Source: an optimization exercise on an open RTL-to-GDS flow (aim: small area, a short achievable clock period and few clock cycles). Production flows keep margins and buffers that such runs may drop.
In this exercise RTL edits were held to simulation tests only and were not proved equivalent to the original.
Power and IR drop assume default switching activity.

==> 07-02 <==
Design mipsCpuBus, start of the top module:
module mipsCpuBus (
    input logic clk,
    input logic reset,
    output logic active,
    output cpuPkg::cpuWord registerV0,
    output cpuPkg::cpuWord address,
    output logic read,
    output logic write,
    output cpuPkg::cpuWord writedata,
    input cpuPkg::cpuWord readdata,
    input logic waitrequest
);
clock: 10.0 ns
lec_check: 0
cap_margin: 20
core_margin: 2
core_utilization: 40
setup_slack_margin: 5
slew_margin: 20
run.sh (not shown) runs the stock make flow with config.mk's settings and CLKGATE_MAP_FILE= SYNTH_SCRIPT=/design/flow/synth_recipe.tcl, a recipe that flattens the netlist after the stock synthesis.
==> inputs of 11-28, as changes to 07-02 <==
--- a/flow/design.v
+++ b/flow/design.v
@@ -88,18 +88,16 @@
 );
     function automatic logic [31:0] byteSwap(input logic [31:0] value);
         byteSwap = {value[7:0], value[15:8], value[23:16], value[31:24]};
     endfunction
     logic halted;
     logic [29:0] pcF;           
     logic pcFZero;              
-    logic [29:0] pcD;           
+    logic [29:0] pcD1;          
     logic arrive;               
-    logic bufValid;             
-    cpuPkg::cpuWord bufIns;
     logic redirPend;            
     logic [29:0] redirTgt;
     logic redirTgtZero;
     logic memPending;           
     logic memW;
     logic [29:0] memAddr;
     cpuPkg::cpuWord memData;
@@ -108,38 +106,37 @@
     cpuPkg::regIndex dRd;
     logic xValid;
     logic xWr;                  
     cpuPkg::regIndex xRd, xRs, xRt;
     logic xBReg;                
     logic xIsLoad, xIsStore, xIsMem;
     logic xIsJr;
-    logic xBeq, xBne, xBlez, xBgtz, xBltz, xBgez, xIsBr;
+    logic xBeq, xBne, xBlez, xBgtz, xBltz, xBgez, xAlways, xIsBr;
     logic xPred;                
     logic xDsF;                 
     logic [29:0] xTgt;
     cpuPkg::cpuWord xA, xB, xS;
     logic xSub, xSelSum, xSelAnd, xSelOr, xSelXor, xSelSlt, xSelSltu, xSelShift, xSelB;
     logic xShR, xShA, xVar;
     logic [4:0] xSa;
-    logic dValid;
+    logic drop;                 
     logic fetchEn, fetchAcc;
-    assign dValid = arrive || bufValid;
-    assign fetchEn = !halted && !memPending && !pcFZero && !(dValid && dataCycle);
+    assign fetchEn = !halted && !memPending && !pcFZero;
     assign fetchAcc = fetchEn && !waitrequest;
     assign address = {memPending ? memAddr : pcF, 2'b00};
     assign read = memPending ? !memW : fetchEn;
     assign write = memPending && memW;
     assign writedata = byteSwap(memData);
     assign active = !halted;
     cpuPkg::cpuWord ins;
     logic [5:0] op, fn;
     cpuPkg::regIndex rs, rt, rd;
     logic [4:0] sa;
     logic [15:0] imm;
-    assign ins = bufValid ? bufIns : readdata;
+    assign ins = readdata;
     assign op = ins[31:26];
     assign rs = ins[25:21];
     assign rt = ins[20:16];
     assign rd = ins[15:11];
     assign sa = ins[10:6];
     assign fn = ins[5:0];
     assign imm = ins[15:0];
@@ -191,21 +188,20 @@
     assign dJr = fnJr || fnJalr;
     assign jrHaz = (xValid && xIsLoad && xRt == rs) || (memPending && mRd == rs);
     assign dPred = opJ || opJal || (dJr && !jrHaz)
                  || (dCondBr && (opBne ? rs != rt
                                        : (imm[15]
                                           || (opBeq && rs == rt)
                                           || ((opBlez || (opRegimm && rt[0])) && rs == 5'd0))));
-    logic [29:0] pcD1, pcD2, dTgtBJ, dTgt;
+    logic [29:0] pcD2, dTgtBJ, dTgt;
     logic dTgtZero;
-    assign pcD1 = pcD + 30'd1;
-    assign pcD2 = pcD + 30'd2;
+    assign pcD2 = pcD1 + 30'd1;
     assign dTgtBJ = (opJ || opJal) ? {pcD1[29:26], ins[25:0]} : pcD1 + {{14{imm[15]}}, imm};
     assign dTgt = dJr ? rsVal[31:2] : dTgtBJ;
-    assign dTgtZero = dJr ? rs == 5'd0 : dTgtBJ == '0;
+    assign dTgtZero = dJr && rs == 5'd0;
     cpuPkg::cpuWord rfA, rfB, rsVal, rtVal, xRes, xSum;
     assign rsVal = (xWr && xRd == rs) ? xRes : rfA;
     assign rtVal = (xWr && xRd == rt) ? xRes : rfB;
     cpuPkg::cpuWord immExt, bNext, sNext;
     always_comb begin
         if (opLui) immExt = {imm, 16'b0};
         else if (opAndi || opOri || opXori) immExt = {16'b0, imm};
@@ -220,15 +216,16 @@
     assign sNext = opSw ? rtVal : {pcD2, 2'b00};
     logic hazard, xStall, xAdv, dAdv;
     logic ldNZ;
     assign ldNZ = memPending && mRd != 5'd0;
     assign hazard = ldNZ && (xRs == mRd || xRt == mRd || xRd == mRd);
     assign xStall = dataCycle || hazard;
     assign xAdv = xValid && !xStall && !(xIsMem && memPending && waitrequest);
-    assign dAdv = dValid && !dataCycle && (!xValid || xAdv);
+    assign dAdv = arrive && (!xValid || xAdv);
+    assign drop = arrive && xValid && !xAdv;
     logic [4:0] shAmt;
     assign shAmt = xVar ? xA[4:0] : xSa;
     alu arith (
         .a(xA),
         .b(xB),
         .sub(xSub),
         .selSum(xSelSum),
@@ -245,17 +242,18 @@
         .sum(xSum),
         .result(xRes)
     );
     logic eq, taken, xCtl, xCorr;
     logic [29:0] corrAddr;
     assign eq = xA == xB;
     assign taken = (xBeq && eq) || (xBne && !eq) || (xBlez && (xA[31] || eq))
-                || (xBgtz && !xA[31] && !eq) || (xBltz && xA[31]) || (xBgez && !xA[31]);
+                || (xBgtz && !xA[31] && !eq) || (xBltz && xA[31]) || (xBgez && !xA[31]) || xAlways;
     assign xCtl = xValid && !xStall;
-    assign xCorr = xCtl && (xIsJr ? (!xPred || xA[31:2] == '0) : (xIsBr && taken != xPred));
+    assign xCorr = xCtl && (xIsJr ? (!xPred || xA[31:2] == '0)
+                                  : (xIsBr && (taken != xPred || (xPred && xTgt == '0))));
     assign corrAddr = xIsJr ? xA[31:2] : (taken ? xTgt : xS[31:2]);
     cpuPkg::cpuWord loadData;
     assign loadData = byteSwap(readdata);
     registerFile registers (
         .clk(clk),
         .writeEnable(dataCycle || (xWr && !xStall)),
         .writeIndex(dataCycle ? dRd : xRd),
@@ -278,14 +276,18 @@
                 pcFNext = corrAddr;
                 pcFZeroNext = corrAddr == '0;
                 redirPendNext = 1'b0;
                 kill = xDsF;
             end else begin
                 redirPendNext = 1'b1;
             end
+        end else if (drop) begin
+            pcFNext = pcD1 - 30'd1;
+            pcFZeroNext = 1'b0;
+            redirPendNext = 1'b1;
         end else if (fetchAcc) begin
             if (dAdv && dPred) begin
                 pcFNext = dTgt;
                 pcFZeroNext = dTgtZero;
             end else if (redirPend) begin
                 pcFNext = redirTgt;
                 pcFZeroNext = redirTgtZero;
@@ -297,34 +299,32 @@
         end else if (dAdv && dPred) begin
             redirPendNext = 1'b1;
         end
     end
     logic memPendingNext, dataCycleNext, haltNext;
     assign memPendingNext = (memPending && waitrequest) || (xAdv && xIsMem);
     assign dataCycleNext = memPending && !memW && !waitrequest;
-    assign haltNext = pcFZeroNext && !redirPendNext && !(fetchAcc && !kill) && !(dValid && !dAdv)
+    assign haltNext = pcFZeroNext && !redirPendNext && !(fetchAcc && !kill) && !drop
                     && !dAdv && !(xValid && !xAdv) && !memPendingNext && !dataCycleNext;
     always_ff @(posedge clk) begin
         if (reset) begin
             pcF <= cpuPkg::resetWord;
             pcFZero <= 1'b0;
             redirPend <= 1'b0;
             arrive <= 1'b0;
-            bufValid <= 1'b0;
             halted <= 1'b0;
             memPending <= 1'b0;
             dataCycle <= 1'b0;
             xValid <= 1'b0;
             xWr <= 1'b0;
         end else begin
             pcF <= pcFNext;
             pcFZero <= pcFZeroNext;
             redirPend <= redirPendNext;
             arrive <= fetchAcc && !kill;
-            bufValid <= dValid && !dAdv;
             halted <= halted || haltNext;
             memPending <= memPendingNext;
             dataCycle <= dataCycleNext;
             if (dAdv) begin
                 xValid <= 1'b1;
                 xWr <= dDest != 5'd0;
             end else if (xAdv) begin
@@ -333,20 +333,22 @@
             end
         end
     end
     always_ff @(posedge clk) begin
         if (xCorr) begin
             redirTgt <= corrAddr;
             redirTgtZero <= corrAddr == '0;
+        end else if (drop) begin
+            redirTgt <= pcF;
+            redirTgtZero <= pcFZero;
         end else if (!redirPend) begin
             redirTgt <= dTgt;
             redirTgtZero <= dTgtZero;
         end
-        if (fetchAcc) pcD <= pcF;
-        if (arrive) bufIns <= readdata;
+        if (fetchAcc) pcD1 <= pcF + 30'd1;
         dRd <= mRd;
         if (xAdv && xIsMem) begin
             memAddr <= xSum[31:2];
             memW <= xIsStore;
             memData <= xS;
             mRd <= xIsLoad ? xRt : 5'd0;
         end
@@ -363,18 +365,19 @@
             xIsJr <= fnJr || fnJalr;
             xBeq <= opBeq;
             xBne <= opBne;
             xBlez <= opBlez;
             xBgtz <= opBgtz;
             xBltz <= opRegimm && !rt[0];
             xBgez <= opRegimm && rt[0];
-            xIsBr <= dCondBr;
+            xIsBr <= dCondBr || opJ || opJal;
+            xAlways <= opJ || opJal;
             xPred <= dPred;
             xDsF <= fetchAcc;
-            xTgt <= dTgt;
+            xTgt <= dTgtBJ;
             xA <= rsVal;
             xB <= bNext;
             xS <= sNext;
             xSub <= fnSubu || fnSlt || fnSltu || opSlti || opSltiu;
             xSelSum <= fnAddu || fnSubu || opAddiu;
             xSelAnd <= fnAnd || opAndi;
             xSelOr <= fnOr || opOri;
@@ -384,15 +387,16 @@
             xSelShift <= fnShift;
             xSelB <= opLui || dLink;
             xShR <= fn[1];
             xShA <= fn[0];
             xVar <= fnShiftV;
             xSa <= sa;
         end else begin
-            if (xValid) xDsF <= xDsF || fetchAcc;
+            if (drop) xDsF <= 1'b0;
+            else if (xValid) xDsF <= xDsF || fetchAcc;
             if (dataCycle && dRd != 5'd0) begin
                 if (xRs == dRd) xA <= loadData;
                 if (xRt == dRd && xBReg) xB <= loadData;
                 if (xRt == dRd && xIsStore) xS <= loadData;
             end
         end
     end
==> flow/flow/run.sh (new file) <==
#!/bin/bash
# Standard ORFS layout with three changes to how it is made:
#  - timing repair aims for 5.7 ns of setup slack on every path (below the clock period),
#  - no gate cloning in repair (it left unrepaired high-fanout select nets),
#  - ports are buffered with buf_4 rather than the default delay-cell buffer.
set -euo pipefail
bash standard.sh SETUP_SLACK_MARGIN=5.7 SKIP_GATE_CLONING=1 \
    "BUFFER_PORTS_ARGS=-buffer_cell sky130_fd_sc_hd__buf_4" > standard_flow.log 2>&1
==> flow/standard.sh (new file) <==
#!/bin/bash
# synth_recipe.tcl (not shown) runs the flow's synth.tcl, then flattens the netlist and writes it again
# the make line also repeats each setting of config.mk as NAME=value (left out here)
make -C /OpenROAD-flow-scripts/flow DESIGN_CONFIG=/design/flow/config.mk WORK_HOME=/design/flow/orfs CLKGATE_MAP_FILE= SYNTH_SCRIPT=/design/flow/synth_recipe.tcl "${@:-finish}"
==> flow/config.mk (replaced) <==
export PLATFORM = sky130hd
export DESIGN_NAME = mipsCpuBus
export DESIGN_NICKNAME = mipsCpuBus
export VERILOG_FILES = /design/flow/design.v
export SDC_FILE = /design/flow/constraint.sdc
export NUM_CORES = 4
export LEC_CHECK = 0
export CAP_MARGIN = 20
export CORE_MARGIN = 2
export CORE_UTILIZATION = 55
export SLEW_MARGIN = 20
removed: flow/run.sh
==> inputs of 02-20, as changes to 07-02 <==
--- a/flow/design.v
+++ b/flow/design.v
@@ -90,16 +90,14 @@
         byteSwap = {value[7:0], value[15:8], value[23:16], value[31:24]};
     endfunction
     logic halted;
     logic [29:0] pcF;           
     logic pcFZero;              
     logic [29:0] pcD;           
     logic arrive;               
-    logic bufValid;             
-    cpuPkg::cpuWord bufIns;
     logic redirPend;            
     logic [29:0] redirTgt;
     logic redirTgtZero;
     logic memPending;           
     logic memW;
     logic [29:0] memAddr;
     cpuPkg::cpuWord memData;
@@ -116,30 +114,29 @@
     logic xPred;                
     logic xDsF;                 
     logic [29:0] xTgt;
     cpuPkg::cpuWord xA, xB, xS;
     logic xSub, xSelSum, xSelAnd, xSelOr, xSelXor, xSelSlt, xSelSltu, xSelShift, xSelB;
     logic xShR, xShA, xVar;
     logic [4:0] xSa;
-    logic dValid;
+    logic drop;                 
     logic fetchEn, fetchAcc;
-    assign dValid = arrive || bufValid;
-    assign fetchEn = !halted && !memPending && !pcFZero && !(dValid && dataCycle);
+    assign fetchEn = !halted && !memPending && !pcFZero;
     assign fetchAcc = fetchEn && !waitrequest;
     assign address = {memPending ? memAddr : pcF, 2'b00};
     assign read = memPending ? !memW : fetchEn;
     assign write = memPending && memW;
     assign writedata = byteSwap(memData);
     assign active = !halted;
     cpuPkg::cpuWord ins;
     logic [5:0] op, fn;
     cpuPkg::regIndex rs, rt, rd;
     logic [4:0] sa;
     logic [15:0] imm;
-    assign ins = bufValid ? bufIns : readdata;
+    assign ins = readdata;
     assign op = ins[31:26];
     assign rs = ins[25:21];
     assign rt = ins[20:16];
     assign rd = ins[15:11];
     assign sa = ins[10:6];
     assign fn = ins[5:0];
     assign imm = ins[15:0];
@@ -220,15 +217,16 @@
     assign sNext = opSw ? rtVal : {pcD2, 2'b00};
     logic hazard, xStall, xAdv, dAdv;
     logic ldNZ;
     assign ldNZ = memPending && mRd != 5'd0;
     assign hazard = ldNZ && (xRs == mRd || xRt == mRd || xRd == mRd);
     assign xStall = dataCycle || hazard;
     assign xAdv = xValid && !xStall && !(xIsMem && memPending && waitrequest);
-    assign dAdv = dValid && !dataCycle && (!xValid || xAdv);
+    assign dAdv = arrive && (!xValid || xAdv);
+    assign drop = arrive && xValid && !xAdv;
     logic [4:0] shAmt;
     assign shAmt = xVar ? xA[4:0] : xSa;
     alu arith (
         .a(xA),
         .b(xB),
         .sub(xSub),
         .selSum(xSelSum),
@@ -278,14 +276,18 @@
                 pcFNext = corrAddr;
                 pcFZeroNext = corrAddr == '0;
                 redirPendNext = 1'b0;
                 kill = xDsF;
             end else begin
                 redirPendNext = 1'b1;
             end
+        end else if (drop) begin
+            pcFNext = pcD;
+            pcFZeroNext = 1'b0;
+            redirPendNext = 1'b1;
         end else if (fetchAcc) begin
             if (dAdv && dPred) begin
                 pcFNext = dTgt;
                 pcFZeroNext = dTgtZero;
             end else if (redirPend) begin
                 pcFNext = redirTgt;
                 pcFZeroNext = redirTgtZero;
@@ -297,34 +299,32 @@
         end else if (dAdv && dPred) begin
             redirPendNext = 1'b1;
         end
     end
     logic memPendingNext, dataCycleNext, haltNext;
     assign memPendingNext = (memPending && waitrequest) || (xAdv && xIsMem);
     assign dataCycleNext = memPending && !memW && !waitrequest;
-    assign haltNext = pcFZeroNext && !redirPendNext && !(fetchAcc && !kill) && !(dValid && !dAdv)
+    assign haltNext = pcFZeroNext && !redirPendNext && !(fetchAcc && !kill) && !drop
                     && !dAdv && !(xValid && !xAdv) && !memPendingNext && !dataCycleNext;
     always_ff @(posedge clk) begin
         if (reset) begin
             pcF <= cpuPkg::resetWord;
             pcFZero <= 1'b0;
             redirPend <= 1'b0;
             arrive <= 1'b0;
-            bufValid <= 1'b0;
             halted <= 1'b0;
             memPending <= 1'b0;
             dataCycle <= 1'b0;
             xValid <= 1'b0;
             xWr <= 1'b0;
         end else begin
             pcF <= pcFNext;
             pcFZero <= pcFZeroNext;
             redirPend <= redirPendNext;
             arrive <= fetchAcc && !kill;
-            bufValid <= dValid && !dAdv;
             halted <= halted || haltNext;
             memPending <= memPendingNext;
             dataCycle <= dataCycleNext;
             if (dAdv) begin
                 xValid <= 1'b1;
                 xWr <= dDest != 5'd0;
             end else if (xAdv) begin
@@ -333,20 +333,22 @@
             end
         end
     end
     always_ff @(posedge clk) begin
         if (xCorr) begin
             redirTgt <= corrAddr;
             redirTgtZero <= corrAddr == '0;
+        end else if (drop) begin
+            redirTgt <= pcF;
+            redirTgtZero <= pcFZero;
         end else if (!redirPend) begin
             redirTgt <= dTgt;
             redirTgtZero <= dTgtZero;
         end
         if (fetchAcc) pcD <= pcF;
-        if (arrive) bufIns <= readdata;
         dRd <= mRd;
         if (xAdv && xIsMem) begin
             memAddr <= xSum[31:2];
             memW <= xIsStore;
             memData <= xS;
             mRd <= xIsLoad ? xRt : 5'd0;
         end
@@ -384,15 +386,16 @@
             xSelShift <= fnShift;
             xSelB <= opLui || dLink;
             xShR <= fn[1];
             xShA <= fn[0];
             xVar <= fnShiftV;
             xSa <= sa;
         end else begin
-            if (xValid) xDsF <= xDsF || fetchAcc;
+            if (drop) xDsF <= 1'b0;
+            else if (xValid) xDsF <= xDsF || fetchAcc;
             if (dataCycle && dRd != 5'd0) begin
                 if (xRs == dRd) xA <= loadData;
                 if (xRt == dRd && xBReg) xB <= loadData;
                 if (xRt == dRd && xIsStore) xS <= loadData;
             end
         end
     end
==> flow/flow/run.sh (new file) <==
#!/bin/bash
# Standard ORFS layout, with timing repair aimed below the clock period:
# repair_timing keeps working until every path has 6.0 ns of setup slack.
set -euo pipefail
bash standard.sh SETUP_SLACK_MARGIN=6.0 > standard_flow.log 2>&1
==> flow/standard.sh (new file) <==
#!/bin/bash
# synth_recipe.tcl (not shown) runs the flow's synth.tcl, then flattens the netlist and writes it again
# the make line also repeats each setting of config.mk as NAME=value (left out here)
make -C /OpenROAD-flow-scripts/flow DESIGN_CONFIG=/design/flow/config.mk WORK_HOME=/design/flow/orfs CLKGATE_MAP_FILE= SYNTH_SCRIPT=/design/flow/synth_recipe.tcl "${@:-finish}"
==> flow/config.mk (replaced) <==
export PLATFORM = sky130hd
export DESIGN_NAME = mipsCpuBus
export DESIGN_NICKNAME = mipsCpuBus
export VERILOG_FILES = /design/flow/design.v
export SDC_FILE = /design/flow/constraint.sdc
export NUM_CORES = 4
export LEC_CHECK = 0
export CAP_MARGIN = 20
export CORE_MARGIN = 2
export CORE_UTILIZATION = 55
export SLEW_MARGIN = 20
removed: flow/run.sh
==> inputs of 02-06, as changes to 07-02 <==
--- a/flow/design.v
+++ b/flow/design.v
@@ -88,18 +88,16 @@
 );
     function automatic logic [31:0] byteSwap(input logic [31:0] value);
         byteSwap = {value[7:0], value[15:8], value[23:16], value[31:24]};
     endfunction
     logic halted;
     logic [29:0] pcF;           
     logic pcFZero;              
-    logic [29:0] pcD;           
+    logic [29:0] pcD1;          
     logic arrive;               
-    logic bufValid;             
-    cpuPkg::cpuWord bufIns;
     logic redirPend;            
     logic [29:0] redirTgt;
     logic redirTgtZero;
     logic memPending;           
     logic memW;
     logic [29:0] memAddr;
     cpuPkg::cpuWord memData;
@@ -108,38 +106,37 @@
     cpuPkg::regIndex dRd;
     logic xValid;
     logic xWr;                  
     cpuPkg::regIndex xRd, xRs, xRt;
     logic xBReg;                
     logic xIsLoad, xIsStore, xIsMem;
     logic xIsJr;
-    logic xBeq, xBne, xBlez, xBgtz, xBltz, xBgez, xIsBr;
+    logic xBeq, xBne, xBlez, xBgtz, xBltz, xBgez, xAlways, xIsBr;
     logic xPred;                
     logic xDsF;                 
     logic [29:0] xTgt;
     cpuPkg::cpuWord xA, xB, xS;
     logic xSub, xSelSum, xSelAnd, xSelOr, xSelXor, xSelSlt, xSelSltu, xSelShift, xSelB;
     logic xShR, xShA, xVar;
     logic [4:0] xSa;
-    logic dValid;
+    logic drop;                 
     logic fetchEn, fetchAcc;
-    assign dValid = arrive || bufValid;
-    assign fetchEn = !halted && !memPending && !pcFZero && !(dValid && dataCycle);
+    assign fetchEn = !halted && !memPending && !pcFZero;
     assign fetchAcc = fetchEn && !waitrequest;
     assign address = {memPending ? memAddr : pcF, 2'b00};
     assign read = memPending ? !memW : fetchEn;
     assign write = memPending && memW;
     assign writedata = byteSwap(memData);
     assign active = !halted;
     cpuPkg::cpuWord ins;
     logic [5:0] op, fn;
     cpuPkg::regIndex rs, rt, rd;
     logic [4:0] sa;
     logic [15:0] imm;
-    assign ins = bufValid ? bufIns : readdata;
+    assign ins = readdata;
     assign op = ins[31:26];
     assign rs = ins[25:21];
     assign rt = ins[20:16];
     assign rd = ins[15:11];
     assign sa = ins[10:6];
     assign fn = ins[5:0];
     assign imm = ins[15:0];
@@ -191,21 +188,20 @@
     assign dJr = fnJr || fnJalr;
     assign jrHaz = (xValid && xIsLoad && xRt == rs) || (memPending && mRd == rs);
     assign dPred = opJ || opJal || (dJr && !jrHaz)
                  || (dCondBr && (opBne ? rs != rt
                                        : (imm[15]
                                           || (opBeq && rs == rt)
                                           || ((opBlez || (opRegimm && rt[0])) && rs == 5'd0))));
-    logic [29:0] pcD1, pcD2, dTgtBJ, dTgt;
+    logic [29:0] pcD2, dTgtBJ, dTgt;
     logic dTgtZero;
-    assign pcD1 = pcD + 30'd1;
-    assign pcD2 = pcD + 30'd2;
+    assign pcD2 = pcD1 + 30'd1;
     assign dTgtBJ = (opJ || opJal) ? {pcD1[29:26], ins[25:0]} : pcD1 + {{14{imm[15]}}, imm};
     assign dTgt = dJr ? rsVal[31:2] : dTgtBJ;
-    assign dTgtZero = dJr ? rs == 5'd0 : dTgtBJ == '0;
+    assign dTgtZero = dJr && rs == 5'd0;
     cpuPkg::cpuWord rfA, rfB, rsVal, rtVal, xRes, xSum;
     assign rsVal = (xWr && xRd == rs) ? xRes : rfA;
     assign rtVal = (xWr && xRd == rt) ? xRes : rfB;
     cpuPkg::cpuWord immExt, bNext, sNext;
     always_comb begin
         if (opLui) immExt = {imm, 16'b0};
         else if (opAndi || opOri || opXori) immExt = {16'b0, imm};
@@ -220,15 +216,16 @@
     assign sNext = opSw ? rtVal : {pcD2, 2'b00};
     logic hazard, xStall, xAdv, dAdv;
     logic ldNZ;
     assign ldNZ = memPending && mRd != 5'd0;
     assign hazard = ldNZ && (xRs == mRd || xRt == mRd || xRd == mRd);
     assign xStall = dataCycle || hazard;
     assign xAdv = xValid && !xStall && !(xIsMem && memPending && waitrequest);
-    assign dAdv = dValid && !dataCycle && (!xValid || xAdv);
+    assign dAdv = arrive && (!xValid || xAdv);
+    assign drop = arrive && xValid && !xAdv;
     logic [4:0] shAmt;
     assign shAmt = xVar ? xA[4:0] : xSa;
     alu arith (
         .a(xA),
         .b(xB),
         .sub(xSub),
         .selSum(xSelSum),
@@ -245,17 +242,18 @@
         .sum(xSum),
         .result(xRes)
     );
     logic eq, taken, xCtl, xCorr;
     logic [29:0] corrAddr;
     assign eq = xA == xB;
     assign taken = (xBeq && eq) || (xBne && !eq) || (xBlez && (xA[31] || eq))
-                || (xBgtz && !xA[31] && !eq) || (xBltz && xA[31]) || (xBgez && !xA[31]);
+                || (xBgtz && !xA[31] && !eq) || (xBltz && xA[31]) || (xBgez && !xA[31]) || xAlways;
     assign xCtl = xValid && !xStall;
-    assign xCorr = xCtl && (xIsJr ? (!xPred || xA[31:2] == '0) : (xIsBr && taken != xPred));
+    assign xCorr = xCtl && (xIsJr ? (!xPred || xA[31:2] == '0)
+                                  : (xIsBr && (taken != xPred || (xPred && xTgt == '0))));
     assign corrAddr = xIsJr ? xA[31:2] : (taken ? xTgt : xS[31:2]);
     cpuPkg::cpuWord loadData;
     assign loadData = byteSwap(readdata);
     registerFile registers (
         .clk(clk),
         .writeEnable(dataCycle || (xWr && !xStall)),
         .writeIndex(dataCycle ? dRd : xRd),
@@ -278,14 +276,18 @@
                 pcFNext = corrAddr;
                 pcFZeroNext = corrAddr == '0;
                 redirPendNext = 1'b0;
                 kill = xDsF;
             end else begin
                 redirPendNext = 1'b1;
             end
+        end else if (drop) begin
+            pcFNext = pcD1 - 30'd1;
+            pcFZeroNext = 1'b0;
+            redirPendNext = 1'b1;
         end else if (fetchAcc) begin
             if (dAdv && dPred) begin
                 pcFNext = dTgt;
                 pcFZeroNext = dTgtZero;
             end else if (redirPend) begin
                 pcFNext = redirTgt;
                 pcFZeroNext = redirTgtZero;
@@ -297,34 +299,32 @@
         end else if (dAdv && dPred) begin
             redirPendNext = 1'b1;
         end
     end
     logic memPendingNext, dataCycleNext, haltNext;
     assign memPendingNext = (memPending && waitrequest) || (xAdv && xIsMem);
     assign dataCycleNext = memPending && !memW && !waitrequest;
-    assign haltNext = pcFZeroNext && !redirPendNext && !(fetchAcc && !kill) && !(dValid && !dAdv)
+    assign haltNext = pcFZeroNext && !redirPendNext && !(fetchAcc && !kill) && !drop
                     && !dAdv && !(xValid && !xAdv) && !memPendingNext && !dataCycleNext;
     always_ff @(posedge clk) begin
         if (reset) begin
             pcF <= cpuPkg::resetWord;
             pcFZero <= 1'b0;
             redirPend <= 1'b0;
             arrive <= 1'b0;
-            bufValid <= 1'b0;
             halted <= 1'b0;
             memPending <= 1'b0;
             dataCycle <= 1'b0;
             xValid <= 1'b0;
             xWr <= 1'b0;
         end else begin
             pcF <= pcFNext;
             pcFZero <= pcFZeroNext;
             redirPend <= redirPendNext;
             arrive <= fetchAcc && !kill;
-            bufValid <= dValid && !dAdv;
             halted <= halted || haltNext;
             memPending <= memPendingNext;
             dataCycle <= dataCycleNext;
             if (dAdv) begin
                 xValid <= 1'b1;
                 xWr <= dDest != 5'd0;
             end else if (xAdv) begin
@@ -333,20 +333,22 @@
             end
         end
     end
     always_ff @(posedge clk) begin
         if (xCorr) begin
             redirTgt <= corrAddr;
             redirTgtZero <= corrAddr == '0;
+        end else if (drop) begin
+            redirTgt <= pcF;
+            redirTgtZero <= pcFZero;
         end else if (!redirPend) begin
             redirTgt <= dTgt;
             redirTgtZero <= dTgtZero;
         end
-        if (fetchAcc) pcD <= pcF;
-        if (arrive) bufIns <= readdata;
+        if (fetchAcc) pcD1 <= pcF + 30'd1;
         dRd <= mRd;
         if (xAdv && xIsMem) begin
             memAddr <= xSum[31:2];
             memW <= xIsStore;
             memData <= xS;
             mRd <= xIsLoad ? xRt : 5'd0;
         end
@@ -363,18 +365,19 @@
             xIsJr <= fnJr || fnJalr;
             xBeq <= opBeq;
             xBne <= opBne;
             xBlez <= opBlez;
             xBgtz <= opBgtz;
             xBltz <= opRegimm && !rt[0];
             xBgez <= opRegimm && rt[0];
-            xIsBr <= dCondBr;
+            xIsBr <= dCondBr || opJ || opJal;
+            xAlways <= opJ || opJal;
             xPred <= dPred;
             xDsF <= fetchAcc;
-            xTgt <= dTgt;
+            xTgt <= dTgtBJ;
             xA <= rsVal;
             xB <= bNext;
             xS <= sNext;
             xSub <= fnSubu || fnSlt || fnSltu || opSlti || opSltiu;
             xSelSum <= fnAddu || fnSubu || opAddiu;
             xSelAnd <= fnAnd || opAndi;
             xSelOr <= fnOr || opOri;
@@ -384,15 +387,16 @@
             xSelShift <= fnShift;
             xSelB <= opLui || dLink;
             xShR <= fn[1];
             xShA <= fn[0];
             xVar <= fnShiftV;
             xSa <= sa;
         end else begin
-            if (xValid) xDsF <= xDsF || fetchAcc;
+            if (drop) xDsF <= 1'b0;
+            else if (xValid) xDsF <= xDsF || fetchAcc;
             if (dataCycle && dRd != 5'd0) begin
                 if (xRs == dRd) xA <= loadData;
                 if (xRt == dRd && xBReg) xB <= loadData;
                 if (xRt == dRd && xIsStore) xS <= loadData;
             end
         end
     end
==> flow/config.mk (replaced) <==
export PLATFORM = sky130hd
export DESIGN_NAME = mipsCpuBus
export DESIGN_NICKNAME = mipsCpuBus
export VERILOG_FILES = /design/flow/design.v
export SDC_FILE = /design/flow/constraint.sdc
export NUM_CORES = 4
export LEC_CHECK = 0
export CAP_MARGIN = 20
export CORE_MARGIN = 2
export CORE_UTILIZATION = 55
export CTS_BUF_LIST = sky130_fd_sc_hd__clkbuf_8
export CTS_CLUSTER_SIZE = 30
export SETUP_SLACK_MARGIN = 5
export SLEW_MARGIN = 20
==> run notes <==
Against 02-20, the die area of 02-06 is higher by 0.66%.
Between 11-28 and 02-20, the lower synthesized cell count is in 02-20 (gap 0.56%, measured against 02-20).
Synthesized area is the same in 02-06 and 11-28.
First-iteration DRC count: 07-02 > 02-20 > 11-28 > 02-06.
In 11-28 the sequential share of layout area is lower than in 02-06, by 2.8 points.
Worst setup slack, highest first: 11-28, 02-20, 02-06, 07-02.
==> figures <==
| quantity | 02-06 | 02-20 | 11-28 | 07-02 |
|---|---|---|---|---|
| TritonCTS Buffers | 218 | 143 | 146 | 155 |
| Highest clock rate | 196.7 MHz | 209.5 MHz | 218.6 MHz | 195.8 MHz |
| Routing usage on met1 | 56.80% | 58.73% | 58.10% | 45.32% |
| Area of the multi-input gates | 34,170 sq um | 38,330 sq um | 36,230 sq um | 36,110 sq um |
| Run status | timing/DRC/antenna clean | timing/DRC/antenna clean | timing/DRC/antenna clean | timing/DRC/antenna clean |
| Post-synthesis adder-cell area fraction | 2.175% | 2.256% | 2.175% | 2.139% |
| Fraction of area in multi-input gates | 40.41% | 40.22% | 40.29% | 39.90% |
| Met2 Track Usage GR | 63.27% | 67.86% | 65.21% | 53.45% |
| Power in sequential cells | 6.52 mW | 6.52 mW | 6.52 mW | 7.39 mW |
| Fraction of layout instances using a drive strength above 1 | 23.43% | 37.24% | 31.18% | 12.37% |
| Half-perimeter wire length after detailed placement | 202,100 um | 192,100 um | 199,200 um | 224,200 um |
| Area of the mapped netlist | 75,370 sq um | 74,870 sq um | 75,370 sq um | 77,910 sq um |
| Clock buffer and inverter area fraction after layout | 5.100% | 4.880% | 5.504% | 5.402% |
| Commonest non-fill, non-tap cell in the layout | sky130_fd_sc_hd__edfxtp_1 | sky130_fd_sc_hd__edfxtp_1 | sky130_fd_sc_hd__edfxtp_1 | sky130_fd_sc_hd__nand2_1 |
Testbench counts of 07-02, summed over its fixed seeds: cycles 66,471.
Testbench counts of 11-28, summed over its fixed seeds: cycles 66,471.
Testbench counts of 02-20, summed over its fixed seeds: cycles 66,471.
Testbench counts of 02-06, summed over its fixed seeds: cycles 66,471.

-- what the ideal ports hide --
Ports are ideal in the flow. The routed layouts listed here were re-timed in OpenROAD. Step 1: set_driving_cell puts a clkbuf_16 on clk and a buf_2 on each other input, an assumption about the parent block. Step 2, shift: input delay + t, output delay - t, t = (earliest + latest rising clock arrival at the registers) / 2. This alone moves slack from input paths to output paths. Slacks: ideal ports / drivers / drivers and shift; pairs: ideal ports / drivers.
run	t (ns)	setup slack, ns	worst register clock-pin slew, ns
07-02	0.892	4.892 / 4.920 / 4.028	0.07 / 0.07
11-28	0.883	5.426 / 5.426 / 4.600	0.08 / 0.08
02-20	0.883	5.227 / 5.227 / 4.452	0.07 / 0.07
02-06	1.067	4.915 / 4.958 / 3.891	0.10 / 0.10
After both steps setup and hold are still met in every run listed. The setup slack of 02-06, which loses most, moves by +0.043 ns with the drivers and by -1.024 ns with both steps.
